This design comes from an exercise in tuning for small area, a short achievable clock period and few clock cycles per item on the open sky130 flow, not from production work.
Where RTL was checked, it was by simulation tests only, not by an equivalence proof against the original.

Setup of run 1:
// keyed_sponge_hash_64
module keyed_sponge_hash_64
(
   input  logic        clock,
   input  logic        reset,
   input  logic        req_valid,
   output logic        req_ready,
   input  logic [31:0] req_data_bytes,
   input  logic [2:0]  req_byte_count,
   input  logic        req_last_block,
   output logic        rsp_valid,
   input  logic        rsp_ready,
   output logic [63:0] rsp_digest,
   input  logic        csr_write_enable,
   input  logic [63:0] csr_write_data
);
Size: about 1800 cells after synthesis, roughly 270 flip-flops, ~16000 um2 of cells after synthesis.
export LEC_CHECK = 0
export CAP_MARGIN = 20
export CORE_MARGIN = 2
export CORE_UTILIZATION = 60
export CTS_BUF_LIST = sky130_fd_sc_hd__clkbuf_8
export SETUP_SLACK_MARGIN = 3
export SLEW_MARGIN = 20
create_clock -name core_clock -period 8.0 [get_ports {clock}]
standard.sh (not shown) runs the stock make flow with config.mk's settings and CLKGATE_MAP_FILE= SYNTH_SCRIPT=/design/flow/synth_recipe.tcl, a recipe that flattens the netlist after the stock synthesis.
==> flow/flow/run.sh <==
#!/bin/bash
# The standard layout, with every port buffered by the smallest buffer
# (sky130_fd_sc_hd__buf_1) instead of the cell buffer_ports picks by default.
set -euo pipefail
bash standard.sh "BUFFER_PORTS_ARGS=-buffer_cell sky130_fd_sc_hd__buf_1" finish > standard.log 2>&1
Run 1: full flow OK, the timing, DRC and antenna checks passed
Testbench counts of run 1, summed over its fixed seeds: cycles 22,239, items 9,227.
diff inputs: run 1 => run 2
- clearing CTS_BUF_LIST, which used to be sky130_fd_sc_hd__clkbuf_8
- swapping 3 for 3.2 in SETUP_SLACK_MARGIN
Findings:
Summary of run 2 over run 1: area taken by multi-input logic gates went up; fraction of the yosys area taken by sequential cells was more or less identical; flip-flop and latch share of the layout cell area fell by 1.0 points; worst path arrival time went down 0.06 ns. Run 1 -> run 2: clock-buffer cell count decreased by more than a quarter. Run 1 → run 2: final routed wirelength across all metal layers increased 1200 um, final standard cell area without fillers increased 3.8%, final core utilization increased 2.9 points. In terms of worst hold slack, run 2 and run 1 differ only marginally.
Input changes introduced in run 3 (baseline for comparison: run 2):
- a change of SETUP_SLACK_MARGIN from 3.2 to 3
==> run notes <==
- Clock skew: run 3 vs run 2 down 0.0056 ns
- From run 3 to run 2, number of H-tree levels did not move at all.
- Cmp run 3 vs run 2: non-clock buffer count lower in run 3
- Run 2 tops out at a higher clock frequency than run 3.
- Delay of the slowest critical-path stage across run 3 and run 2: no real change.
- Run 3 — number of vias in the routed layout about 1.2% lower, run 2 as reference
- Going from run 2 to run 3, the required time of the worst setup path was found to have gone down by 0.09 ns.
- Cell area: run 3 lower than run 2

* * *

keyed_sponge_hash_64, a different RTL version from the one above (not shown whole).
Size: about 1,800 cells after synthesis, roughly 170 I/O pins.
// keyed_sponge_hash_64
module keyed_sponge_hash_64
(
   input  logic        clock,
   input  logic        reset,
   input  logic        req_valid,
   output logic        req_ready,
   input  logic [31:0] req_data_bytes,
   input  logic [2:0]  req_byte_count,
   input  logic        req_last_block,
   output logic        rsp_valid,
   input  logic        rsp_ready,
   output logic [63:0] rsp_digest,
   input  logic        csr_write_enable,
   input  logic [63:0] csr_write_data
);
Settings: LEC_CHECK=0, CAP_MARGIN=20, CORE_MARGIN=2, CORE_UTILIZATION=40, SETUP_SLACK_MARGIN=5, SLEW_MARGIN=20; clock period 8.0 ns.
run.sh (not shown) runs the stock make flow with config.mk's settings and CLKGATE_MAP_FILE= SYNTH_SCRIPT=/design/flow/synth_recipe.tcl, a recipe that flattens the netlist after the stock synthesis.
Stock flow here: none of the scripts above is used.
The first run passed the timing, DRC and antenna checks.
Next try:
Settings changed: SETUP_SLACK_MARGIN 5 to unset.
Count of clock-buffer cells in the layout falls by 2.
Routed wire length came out lower by 12%.
Cell area falls by 28%.
Global-route usage drops by 3.1 points.
Via count falls by 12%.
No functional check of the RTL was part of any run of this note.

* * *

== maple ==
The RTL this note starts from:
==> flow/design.v <==
module keyed_sponge_hash_64
(
   input  logic        clock,
   input  logic        reset,
   input  logic        req_valid,
   output logic        req_ready,
   input  logic [31:0] req_data_bytes,
   input  logic [2:0]  req_byte_count,
   input  logic        req_last_block,
   output logic        rsp_valid,
   input  logic        rsp_ready,
   output logic [63:0] rsp_digest,
   input  logic        csr_write_enable,
   input  logic [63:0] csr_write_data
);
   localparam int RPC = 1;           
   localparam logic [2:0] BodySteps  = 3'(2 / RPC);
   localparam logic [2:0] EmptySteps = 3'(4 / RPC);
   localparam logic [2:0] FinalSteps = 3'(6 / RPC);
   localparam logic [2:0] PadStep    = 3'(FinalSteps - BodySteps + 1);
   function automatic logic [31:0] rotl32(input logic [31:0] x, input integer r);
      rotl32 = (x << r) | (x >> (32 - r));
   endfunction
   function automatic logic [31:0] add32(input logic [31:0] x, input logic [31:0] y);
      logic [31:0] g, p, gg, pp;
      g  = x & y;
      p  = x ^ y;
      gg = g;
      pp = p;
      for (int l = 0; l < 5; l++) begin
         for (int i = 0; i < 32; i++) begin
            if (((i >> l) & 1) == 1) begin
               gg[i] = gg[i] | (pp[i] & gg[((i >> l) << l) - 1]);
               pp[i] = pp[i] & pp[((i >> l) << l) - 1];
            end
         end
      end
      add32 = p ^ {gg[30:0], 1'b0};
   endfunction
   function automatic logic [127:0] arx_round(input logic [127:0] w);
      logic [31:0] a, b, c, d;
      a = w[31:0];
      b = w[63:32];
      c = w[95:64];
      d = w[127:96];
      a = add32(a, b); b = rotl32(b, 5);  b = b ^ a; a = rotl32(a, 16);
      c = add32(c, d); d = rotl32(d, 8);  d = d ^ c;
      a = add32(a, d); d = rotl32(d, 13); d = d ^ a;
      c = add32(c, b); b = rotl32(b, 7);  b = b ^ c; c = rotl32(c, 16);
      arx_round = {d, c, b, a};
   endfunction
   logic        open_ff;         
   logic [2:0]  rem_ff;          
   logic        fin_ff;          
   logic        padp_ff;         
   logic [2:0]  padn_ff;         
   logic        rsp_valid_ff;
   logic [63:0]  seed_ff;
   logic [127:0] words_ff;
   logic [63:0]  digest_ff;
   logic [2:0]  n;
   logic        n_nz;
   logic        take;
   logic        take_data;       
   logic        take_pad0;       
   logic        take_open;       
   logic        step;            
   logic        close;           
   logic        stall;           
   logic        use_init;        
   assign n         = req_byte_count[2] ? 3'd4 : req_byte_count;
   assign n_nz      = (req_byte_count != 3'd0);
   assign close     = fin_ff && (rem_ff == 3'd1);
   assign stall     = close && rsp_valid_ff;
   assign step      = (rem_ff != 3'd0) && !stall;
   assign req_ready = (rem_ff == 3'd0) || ((rem_ff == 3'd1) && !stall);
   assign take      = req_valid && req_ready && !reset;
   assign take_data = take && n_nz;
   assign take_pad0 = take && !n_nz && req_last_block;
   assign take_open = take && (n_nz || req_last_block);
   assign use_init  = close ? 1'b1 : (!open_ff && (rem_ff == 3'd0));
   logic [127:0] xin;
   always_comb begin
      xin = 128'd0;
      for (int i = 0; i < 4; i++) begin
         if (take_data && (n > 3'(i))) xin[8*i+:8] = req_data_bytes[8*i+:8];
      end
      if (take_pad0) begin
         xin[7:0]   = xin[7:0]   ^ 8'h1F;
         xin[31:24] = xin[31:24] ^ 8'h80;
      end
      if (padp_ff && (rem_ff == PadStep)) begin
         xin[31:24] = xin[31:24] ^ 8'h80;
         case (padn_ff)
            3'd1:    xin[15:8]  = xin[15:8]  ^ 8'h1F;
            3'd2:    xin[23:16] = xin[23:16] ^ 8'h1F;
            3'd3:    xin[31:24] = xin[31:24] ^ 8'h1F;
            default: xin[39:32] = xin[39:32] ^ 8'h1F;
         endcase
      end
   end
   logic [127:0] rnd;
   logic [127:0] init;
   logic [127:0] base;
   always_comb begin
      rnd = words_ff;
      for (int r = 0; r < RPC; r++) rnd = arx_round(rnd);
      init = {seed_ff[63:32], 32'd0, seed_ff[31:0], 32'd0};
      if (step && !close) base = rnd ^ words_ff;
      else if (use_init && !stall) base = init ^ words_ff;
      else base = 128'd0;
   end
   always_ff @(posedge clock) begin
      words_ff <= words_ff ^ base ^ xin;
      if (close && !stall) digest_ff <= rnd[63:0];
   end
   always_ff @(posedge clock) begin
      if (reset) begin
         seed_ff      <= 64'd0;
         open_ff      <= 1'b0;
         rem_ff       <= 3'd0;
         fin_ff       <= 1'b0;
         padp_ff      <= 1'b0;
         padn_ff      <= 3'd0;
         rsp_valid_ff <= 1'b0;
      end else begin
         if (csr_write_enable) seed_ff <= csr_write_data;
         rsp_valid_ff <= (rsp_valid_ff && !rsp_ready) || (close && !stall);
         if (step) rem_ff <= rem_ff - 3'd1;
         if (close && !stall) fin_ff <= 1'b0;
         if (take_open) begin
            if (req_last_block) begin
               open_ff <= 1'b0;
               fin_ff  <= 1'b1;
               padp_ff <= n_nz;
               padn_ff <= n;
               rem_ff  <= n_nz ? FinalSteps : EmptySteps;
            end else begin
               open_ff <= 1'b1;
               rem_ff  <= BodySteps;
            end
         end
      end
   end
   assign rsp_valid  = rsp_valid_ff;
   assign rsp_digest = digest_ff;
endmodule
Settings: LEC_CHECK=0, CAP_MARGIN=20, CORE_MARGIN=2, CORE_UTILIZATION=40, SETUP_SLACK_MARGIN=3, SLEW_MARGIN=20; clock period 8.0 ns.
standard.sh (not shown) runs the stock make flow with config.mk's settings and CLKGATE_MAP_FILE= SYNTH_SCRIPT=/design/flow/synth_recipe.tcl, a recipe that flattens the netlist after the stock synthesis.
Scripts as last shown in full above: flow/flow/run.sh
Testbench counts of maple, summed over its fixed seeds: cycles 22,649, items 9,227.
#### Input delta (ember over maple)
==> flow/run.sh (new file) <==
#!/bin/bash
# synth_recipe.tcl (not shown) runs the flow's synth.tcl, then flattens the netlist and writes it again
# the make line also repeats each setting of config.mk as NAME=value (left out here)
make -C /OpenROAD-flow-scripts/flow DESIGN_CONFIG=/design/flow/config.mk WORK_HOME=/design/flow/orfs CLKGATE_MAP_FILE= SYNTH_SCRIPT=/design/flow/synth_recipe.tcl finish
removed: flow/flow/run.sh
removed: flow/standard.sh
Notes after the runs:
ember went all the way through synthesis, placement and routing and the layout is clean on timing, DRC and antenna.
From ember to maple, post-synthesis share of cell area spent on xor and xnor gates did not move at all.
met2 routed wirelength, maple and ember, higher one = ember.
The lower flip-flop and latch share of the layout cell area of maple and ember is in ember.
Diff maple -> ember: cell total after placement closely matched the old numbers, post-layout worst setup margin now sits higher, final cell count neither gained nor lost much.
Summary of ember over maple: placer's final routability congestion estimate now sits lower, overall routing resource usage now sits higher.

-- port drivers added, routing unchanged --
No port has a modelled driver above. Below, the same layouts with a new extraction and two added sets of constraints. Step 1 assumes that a clkbuf_16 drives the clock port and a buf_2 every other input. Step 2, shift: input delay + t, output delay - t, t = (earliest + latest rising clock arrival at the registers) / 2. This alone moves slack from input paths to output paths. a / b / c = no drivers / after step 1 / after step 2; a / b = the first two.
| run | t, ns | slack for setup (ns) | worst setup path after step 2 |
|---|---|---|---|
| run 1 | 0.646 | 2.873 / 2.873 / 2.873 | register to register |
| run 2 | 0.621 | 2.966 / 2.966 / 2.966 | register to register |
| run 3 | 0.609 | 2.906 / 2.906 / 2.906 | register to register |
| the first run of note 2 | 0.659 | 2.681 / 2.681 / 2.681 | register to register |
| the second run of note 2 | 0.656 | 1.512 / 1.512 / 1.512 | register to register |
| maple | 0.653 | 2.884 / 2.884 / 2.884 | register to register |
| ember | 0.588 | 2.899 / 2.899 / 2.899 | register to register |
After both steps setup and hold are still met in every run listed.
